This design comes from an exercise in tuning for small area and a short achievable clock period on the open sky130 flow, not from production work. RTL that was checked went through simulation tests only; none was proved equivalent to the original.

Design bfp_dot_product, start of the top module:
module bfp_dot_product (
    input  logic                    i_clk,
    input  logic                    i_reset_n,
    input  logic                    i_valid,
    input  logic [(8 + 16 * (3 + 1))-1:0] i_act,
    input  logic [(8 + 16 * (3 + 1))-1:0] i_weight,
    output logic                    o_valid,
    output logic [(1 + 8 + 23)-1:0]        o_result
);
Settings: LEC_CHECK=0, CAP_MARGIN=20, CORE_MARGIN=2, CORE_UTILIZATION=40, SLEW_MARGIN=20; clock period 10.5 ns.
standard.sh (not shown) runs the stock make flow with config.mk's settings and CLKGATE_MAP_FILE= SYNTH_SCRIPT=/design/flow/synth_recipe.tcl, a recipe that flattens the netlist after the stock synthesis.
==> flow/flow/run.sh <==
#!/bin/bash
# Own layout flow: the standard ORFS flow, with these changes in how the layout is made:
#  - the port buffers are sky130_fd_sc_hd__buf_1 cells (buffer_ports picks a delay cell otherwise);
#  - synthesis skips the generic ABC pass inside Yosys's synth (SYNTH_ARGS=-noabc), so the
#    full adders are extracted from the design's own gates (fewer inverters); the script
#    is still synth_recipe.tcl, so registers keep their names and cell types;
#  - timing repair aims for extra setup slack (SETUP_SLACK_MARGIN), only on the worst endpoints;
#  - ABC maps for area (ABC_AREA=1), leaving speed to the timing repair;
#  - clock tree synthesis inserts no dummy loads (CTS_ARGS, otherwise ORFS's own arguments).
# The clock period and constraints are the standard flow's, unchanged.
set -euo pipefail
export BUFFER_PORTS_ARGS="-buffer_cell sky130_fd_sc_hd__buf_1"
export SYNTH_ARGS="-noabc"
export SETUP_SLACK_MARGIN=6.85
export TNS_END_PERCENT=${TNS:-5}
export ABC_AREA=1
export CTS_ARGS="-sink_clustering_enable -repair_clock_nets -dont_use_dummy_load"
bash standard.sh > standard.log 2>&1
Rerun with:
--- a/flow/flow/run.sh
+++ b/flow/flow/run.sh
@@ -13,3 +13,3 @@
 export SYNTH_ARGS="-noabc"
-export SETUP_SLACK_MARGIN=6.85
+export SETUP_SLACK_MARGIN=6.5
 export TNS_END_PERCENT=${TNS:-5}
Effect:
- The changed run completed with no timing, DRC or antenna violations
- via count rose slightly
- clock skew fell by 8.9 ps
Rerun with:
--- a/flow/flow/run.sh
+++ b/flow/flow/run.sh
@@ -13,3 +13,3 @@
 export SYNTH_ARGS="-noabc"
-export SETUP_SLACK_MARGIN=6.5
+export SETUP_SLACK_MARGIN=7.0
 export TNS_END_PERCENT=${TNS:-5}
=>
- hold slack degrades by 4.4 ps
- clock-buffer cell count does not change
- synthesized cell count does not change
- global-route usage grows by 0.55 points
- critical path depth is unchanged
- setup slack improved by 280 ps
Rerun with:
--- a/flow/flow/run.sh
+++ b/flow/flow/run.sh
@@ -13,3 +13,3 @@
 export SYNTH_ARGS="-noabc"
-export SETUP_SLACK_MARGIN=7.0
+export SETUP_SLACK_MARGIN=6.7
 export TNS_END_PERCENT=${TNS:-5}
=> The new run finished clean. Worst hold slack improves by 11 ps. Final area came out lower by 2.0%. Worst setup slack loses 210 ps. Wire length goes down by 1.2%. Clock-buffer cell count does not change. Synthesized area is unchanged. Die area does not change.

* * *

## run A
bfp_dot_product, a different RTL version from the one above (not shown whole).
For scale: roughly 1,400 cells after synthesis, about 150 flip-flops, ~180 I/O pins.
## bfp_dot_product
module bfp_dot_product (
    input  logic                    i_clk,
    input  logic                    i_reset_n,
    input  logic                    i_valid,
    input  logic [(8 + 16 * (3 + 1))-1:0] i_act,
    input  logic [(8 + 16 * (3 + 1))-1:0] i_weight,
    output logic                    o_valid,
    output logic [(1 + 8 + 23)-1:0]        o_result
);
    logic        v1, v2;
    logic [90:0] s1_r;
    logic [8:0] s1_exp;
    logic [16:0] cut;
    logic [16:0] s2_cut;
    logic [9:0]  s2_e0;
    logic [20:0] res;
    logic [20:0] s3_res;
    always_ff @(posedge i_clk or negedge i_reset_n) begin
        if (!i_reset_n) begin
            v1      <= 1'b0;
            v2      <= 1'b0;
            o_valid <= 1'b0;
        end else begin
            v1      <= i_valid;
            v2      <= v1;
            o_valid <= v2;
        end
    end
    bfp_product_array bfp_product_array_inst (
        .i_clk    (i_clk),
        .i_act    (i_act),
        .i_weight (i_weight),
        .o_r      (s1_r),
        .o_exp    (s1_exp)
    );
    bfp_adder_tree bfp_adder_tree_inst (
        .i_r      (s1_r),
        .o_cut   (cut)
    );
    always_ff @(posedge i_clk) begin
        s2_cut <= cut;
        s2_e0  <= {1'b0, s1_exp} - 10'd6;
    end
    fp_normalize fp_normalize_inst (
        .i_cut (s2_cut),
        .i_e0  (s2_e0),
        .o_res (res)
    );
    always_ff @(posedge i_clk) begin
        s3_res <= res;
    end
    logic kill, killf, inf;
    assign kill     = s3_res[20];
    assign killf    = s3_res[19];       
    assign inf      = s3_res[18];
    assign o_result = {s3_res[17] & ~kill,
  ...
==> flow/config.mk <==
export PLATFORM = sky130hd
export DESIGN_NAME = bfp_dot_product
export DESIGN_NICKNAME = bfp_dot_product
export VERILOG_FILES = /design/flow/design.v
export SDC_FILE = /design/flow/constraint.sdc
export NUM_CORES = 4
export LEC_CHECK = 0
export CAP_MARGIN = 20
export CORE_MARGIN = 2
export CORE_UTILIZATION = 40
export SLEW_MARGIN = 20
==> flow/constraint.sdc <==
create_clock -name core_clock -period 10.5 [get_ports {i_clk}]
set_input_delay 2.1000 -clock core_clock [delete_from_list [all_inputs] [get_ports {i_clk}]]
set_output_delay 2.1000 -clock core_clock [all_outputs]
set_load 0.01 [all_outputs]
==> flow/flow/run.sh <==
#!/bin/bash
# Own layout flow: the standard ORFS flow, with these changes in how the layout is made:
#  - the port buffers are sky130_fd_sc_hd__buf_1 cells (buffer_ports picks a delay cell otherwise);
#  - synthesis skips the generic ABC pass inside Yosys's synth (SYNTH_ARGS=-noabc), so the
#    full adders are extracted from the design's own gates (fewer inverters); the script
#    is still synth_recipe.tcl, so registers keep their names and cell types;
#  - timing repair aims for extra setup slack (SETUP_SLACK_MARGIN), only on the worst endpoints.
# The clock period and constraints are the standard flow's, unchanged.
set -euo pipefail
export BUFFER_PORTS_ARGS="-buffer_cell sky130_fd_sc_hd__buf_1"
export SYNTH_ARGS="-noabc"
export SETUP_SLACK_MARGIN=7.1
export TNS_END_PERCENT=20
export ABC_AREA=1
bash standard.sh > standard.log 2>&1
Run A completed every stage of the flow, and the final layout passed the timing, design-rule and antenna checks.
Modified inputs, run B compared to run A
--- a/flow/flow/run.sh
+++ b/flow/flow/run.sh
@@ -6,3 +6,5 @@
 #    is still synth_recipe.tcl, so registers keep their names and cell types;
-#  - timing repair aims for extra setup slack (SETUP_SLACK_MARGIN), only on the worst endpoints.
+#  - timing repair aims for extra setup slack (SETUP_SLACK_MARGIN), only on the worst endpoints;
+#  - ABC maps for area (ABC_AREA=1), leaving speed to the timing repair;
+#  - clock tree synthesis inserts no dummy loads (CTS_ARGS, otherwise ORFS's own arguments).
 # The clock period and constraints are the standard flow's, unchanged.
@@ -11,5 +13,6 @@
 export SYNTH_ARGS="-noabc"
-export SETUP_SLACK_MARGIN=7.1
-export TNS_END_PERCENT=20
+export SETUP_SLACK_MARGIN=7.0
+export TNS_END_PERCENT=${TNS:-5}
 export ABC_AREA=1
+export CTS_ARGS="-sink_clustering_enable -repair_clock_nets -dont_use_dummy_load"
 bash standard.sh > standard.log 2>&1
Notes after the runs:
Run B ended with every stage complete and zero timing, DRC or antenna violations. Global routing met3 resource utilization in run B is 0.55 points above run A. Going from run A to run B, DRC marker count from the first detailed-route iteration barely changed; number of instances resized during post-cts repair dropped 8. In run B the sequential share of layout area turned out 0.64 points higher than in run A. Comparing run A and run B, the lower final critical-path required period is on run A. Core occupancy in the finished layout (higher): run A.

* * *

bfp_dot_product, a different RTL version from the one above (not shown whole).
Size in the first run: about 1400 cells after synthesis, ~180 I/O pins.
==> flow/design.v (excerpt) <==
module bfp_dot_product (
    input  logic                    i_clk,
    input  logic                    i_reset_n,
    input  logic                    i_valid,
    input  logic [(8 + 16 * (3 + 1))-1:0] i_act,
    input  logic [(8 + 16 * (3 + 1))-1:0] i_weight,
    output logic                    o_valid,
    output logic [(1 + 8 + 23)-1:0]        o_result
);
    logic        v1, v2;
    logic [89:0] s1_r;
    logic [8:0] s1_exp;
    logic [16:0] cut;
    logic [16:0] s2_cut;
    logic [9:0]  s2_e0;
    logic [20:0] res;
    logic [20:0] s3_res;
    always_ff @(posedge i_clk or negedge i_reset_n) begin
        if (!i_reset_n) begin
            v1      <= 1'b0;
            v2      <= 1'b0;
            o_valid <= 1'b0;
        end else begin
            v1      <= i_valid;
            v2      <= v1;
            o_valid <= v2;
        end
    end
    bfp_product_array bfp_product_array_inst (
        .i_clk    (i_clk),
        .i_act    (i_act),
        .i_weight (i_weight),
        .o_r      (s1_r),
        .o_exp    (s1_exp)
    );
    bfp_adder_tree bfp_adder_tree_inst (
        .i_r      (s1_r),
        .o_cut   (cut)
    );
    always_ff @(posedge i_clk) begin
        s2_cut <= cut;
        s2_e0  <= {1'b0, s1_exp} - 10'd6;
    end
    fp_normalize fp_normalize_inst (
        .i_cut (s2_cut),
        .i_e0  (s2_e0),
        .o_res (res)
    );
    always_ff @(posedge i_clk) begin
        s3_res <= res;
    end
    logic kill, killf, inf;
    assign kill     = s3_res[20];
    assign killf    = s3_res[19];       
    assign inf      = s3_res[18];
    assign o_result = {s3_res[17] & ~kill,
                       (s3_res[16:9] | {8{inf}}) & ~{8{kill}},
                       s3_res[8:0] & ~{9{killf}},
                       14'h0};
endmodule
==> flow/config.mk <==
export PLATFORM = sky130hd
export DESIGN_NAME = bfp_dot_product
export DESIGN_NICKNAME = bfp_dot_product
export VERILOG_FILES = /design/flow/design.v
export SDC_FILE = /design/flow/constraint.sdc
export NUM_CORES = 4
export LEC_CHECK = 0
export CAP_MARGIN = 20
export CORE_MARGIN = 2
export CORE_UTILIZATION = 40
export SLEW_MARGIN = 20
==> flow/constraint.sdc <==
create_clock -name core_clock -period 10.5 [get_ports {i_clk}]
set_input_delay 2.1000 -clock core_clock [delete_from_list [all_inputs] [get_ports {i_clk}]]
set_output_delay 2.1000 -clock core_clock [all_outputs]
set_load 0.01 [all_outputs]
==> flow/flow/run.sh <==
#!/bin/bash
# Own layout flow: the standard ORFS flow, with these changes in how the layout is made:
#  - the port buffers are sky130_fd_sc_hd__buf_1 cells (buffer_ports picks a delay cell otherwise);
#  - synthesis skips the generic ABC pass inside Yosys's synth (SYNTH_ARGS=-noabc), so the
#    full adders are extracted from the design's own gates (fewer inverters); the script
#    is still synth_recipe.tcl, so registers keep their names and cell types;
#  - timing repair aims for extra setup slack (SETUP_SLACK_MARGIN), only on the worst endpoints.
# The clock period and constraints are the standard flow's, unchanged.
set -euo pipefail
export BUFFER_PORTS_ARGS="-buffer_cell sky130_fd_sc_hd__buf_1"
export SYNTH_ARGS="-noabc"
export SETUP_SLACK_MARGIN=7.2
export TNS_END_PERCENT=${TNS:-5}
export ABC_AREA=1
bash standard.sh > standard.log 2>&1
Edit:
--- a/flow/flow/run.sh
+++ b/flow/flow/run.sh
@@ -11,3 +11,3 @@
 export SYNTH_ARGS="-noabc"
-export SETUP_SLACK_MARGIN=7.2
+export SETUP_SLACK_MARGIN=6.9
 export TNS_END_PERCENT=${TNS:-5}
=>
- The changed run ran to the end with no violations
- setup slack gets worse by 0.064 ns
- count of clock-buffer cells in the layout goes up by 1
- cell area is lower slightly
- utilization shrinks by 0.63 points

* * *

## v6
Another version of the RTL of bfp_dot_product (not shown whole).
Size: roughly 1,800 cells after synthesis, roughly 180 flip-flops, about 180 I/O pins, ~14,000 um2 of cells after synthesis.
export LEC_CHECK = 0
export CAP_MARGIN = 20
export CORE_MARGIN = 2
export CORE_UTILIZATION = 40
export SLEW_MARGIN = 20
create_clock -name core_clock -period 10.5 [get_ports {i_clk}]
==> flow/flow/run.sh <==
#!/bin/bash
# Own layout flow: the standard ORFS flow, with these changes in how the layout is made:
#  - the port buffers are sky130_fd_sc_hd__buf_1 cells (buffer_ports picks a delay cell otherwise);
#  - synthesis skips the generic ABC pass inside Yosys's synth (SYNTH_ARGS=-noabc), so the
#    full adders are extracted from the design's own gates (fewer inverters); the script
#    is still synth_recipe.tcl, so registers keep their names and cell types;
#  - timing repair aims for extra setup slack (SETUP_SLACK_MARGIN), only on the worst endpoints.
# The clock period and constraints are the standard flow's, unchanged.
set -euo pipefail
export BUFFER_PORTS_ARGS="-buffer_cell sky130_fd_sc_hd__buf_1"
export SYNTH_ARGS="-noabc"
export SETUP_SLACK_MARGIN=${MARGIN:-7.2}
export TNS_END_PERCENT=${TNS:-5}
bash standard.sh > standard.log 2>&1
v6: flow completed, timing, DRC and antenna clean
What v7 does differently from v6 at the input level:
--- a/flow/flow/run.sh
+++ b/flow/flow/run.sh
@@ -13,0 +14,2 @@
+export CTS_BUF_LIST=sky130_fd_sc_hd__clkbuf_8
+export CTS_CLUSTER_SIZE=40
==> run summary <==
Worst hold margin delta (v7 -> v6): insignificant
Any difference in area enclosed by the die boundary between v7 and v6 is small enough to ignore.
Diff v6 -> v7: critical path depth saw a decrease; maximum buffer depth of the clock tree saw little to no change; global-route usage saw little to no change.
Compared v7 against v6; number of multi-input logic gates within noise.
Any difference in non-filler instance count after layout between v6 and v7 is small enough to ignore.
Comparing final critical-path setup slack for v6 and v7, the smaller number came from v6.
v7 — area of the multi-input gates 46 um2 higher, v6 as reference
Between v6 and v7, cell area is lower for v7, v6 comes in above that.
Function was not checked in any run of this note: the RTL went through the layout flow alone.

* * *

Another version of the RTL of bfp_dot_product (not shown whole).
Size in the first run: about 1100 cells after synthesis, roughly 150 flip-flops, ~12000 um2 of cells after synthesis.
Settings: LEC_CHECK=0, CAP_MARGIN=20, CORE_MARGIN=2, CORE_UTILIZATION=40, SLEW_MARGIN=20; clock period 10.5 ns.
==> flow/flow/run.sh <==
#!/bin/bash
# Own layout flow: the standard ORFS flow, with these changes in how the layout is made:
#  - the port buffers are sky130_fd_sc_hd__buf_1 cells (buffer_ports picks a delay cell otherwise);
#  - synthesis skips the generic ABC pass inside Yosys's synth (SYNTH_ARGS=-noabc), so the
#    full adders are extracted from the design's own gates (fewer inverters); the script
#    is still synth_recipe.tcl, so registers keep their names and cell types;
#  - timing repair aims for extra setup slack (SETUP_SLACK_MARGIN), only on the worst endpoints.
# The clock period and constraints are the standard flow's, unchanged.
set -euo pipefail
export BUFFER_PORTS_ARGS="-buffer_cell sky130_fd_sc_hd__buf_1"
export SYNTH_ARGS="-noabc"
export SETUP_SLACK_MARGIN=7.05
export TNS_END_PERCENT=${TNS:-5}
bash standard.sh > standard.log 2>&1
The baseline completed without violations.
Then changed:
--- a/flow/flow/run.sh
+++ b/flow/flow/run.sh
@@ -12 +12 @@
-export SETUP_SLACK_MARGIN=7.05
+export SETUP_SLACK_MARGIN=${MARGIN:-7.2}
Outcome: The changed run ran to the end with no violations. Synthesized cell count stays the same. Die area stays the same. Critical path depth does not change.
Then changed:
--- a/flow/flow/run.sh
+++ b/flow/flow/run.sh
@@ -12 +12 @@
-export SETUP_SLACK_MARGIN=${MARGIN:-7.2}
+export SETUP_SLACK_MARGIN=6.9
@@ -13,0 +14,2 @@
+export CTS_CLUSTER_SIZE=60
+export CTS_CLUSTER_DIAMETER=100
- first-iteration DRC count increases by 5.4%
- core utilization decreases by 1.4 points
- wire length is about the same
- sequential cell count does not change
- register-to-register slack gets worse by 70 ps
- final cell count decreases by 0.68%
Then changed:
--- a/flow/flow/run.sh
+++ b/flow/flow/run.sh
@@ -14,2 +14 @@
-export CTS_CLUSTER_SIZE=60
-export CTS_CLUSTER_DIAMETER=100
+export ABC_AREA=1
Global-route usage barely changes.
Die area increases by 0.94%.
Synthesized area increases by 0.96%.

-- port drivers added, routing unchanged --
Ports are ideal in the flow. The routed layouts listed here were re-timed in OpenROAD.
Step 1, drivers: a clkbuf_16 drives i_clk and a buf_2 each remaining input, both assumed.
Step 2 also shifts input and output timing later by t, the mid clock arrival at the registers, as if the neighbouring blocks saw the same clock.
Three values: ideal ports, drivers, drivers and shift; two values: the first two.
| run | shift t [ns] | setup slack, ns | clock arrival spread, ns |
|---|---|---|---|
| the first run of note 1 | 0.480 | 7.016 / 7.042 / 6.562 | 0.038 / 0.038 |
| the second run of note 1 | 0.465 | 6.729 / 6.753 / 6.288 | 0.032 / 0.032 |
| the third run of note 1 | 0.462 | 7.009 / 7.034 / 6.572 | 0.041 / 0.041 |
| the fourth run of note 1 | 0.465 | 6.802 / 6.830 / 6.365 | 0.052 / 0.052 |
| run A | 0.479 | 7.077 / 7.107 / 6.628 | 0.012 / 0.012 |
| run B | 0.463 | 7.046 / 7.069 / 6.606 | 0.028 / 0.028 |
| the first run of note 3 | 0.461 | 7.054 / 7.077 / 6.616 | 0.018 / 0.018 |
| the second run of note 3 | 0.464 | 6.991 / 7.012 / 6.549 | 0.016 / 0.017 |
| v6 | 0.481 | 6.900 / 6.900 / 6.767 | 0.018 / 0.018 |
| v7 | 0.517 | 6.917 / 6.917 / 6.769 | 0.028 / 0.028 |
| the first run of note 5 | 0.477 | 6.914 / 6.918 / 6.468 | 0.014 / 0.014 |
| the second run of note 5 | 0.481 | 6.937 / 6.953 / 6.485 | 0.011 / 0.011 |
| the third run of note 5 | 0.480 | 6.845 / 6.842 / 6.395 | 0.011 / 0.011 |
| the fourth run of note 5 | 0.481 | 6.820 / 6.836 / 6.365 | 0.017 / 0.017 |
After both steps setup and hold are still met in every run listed. For the fourth run of note 5, which loses most, drivers alone change the setup slack by +0.016 ns; drivers and shift together by -0.455 ns.
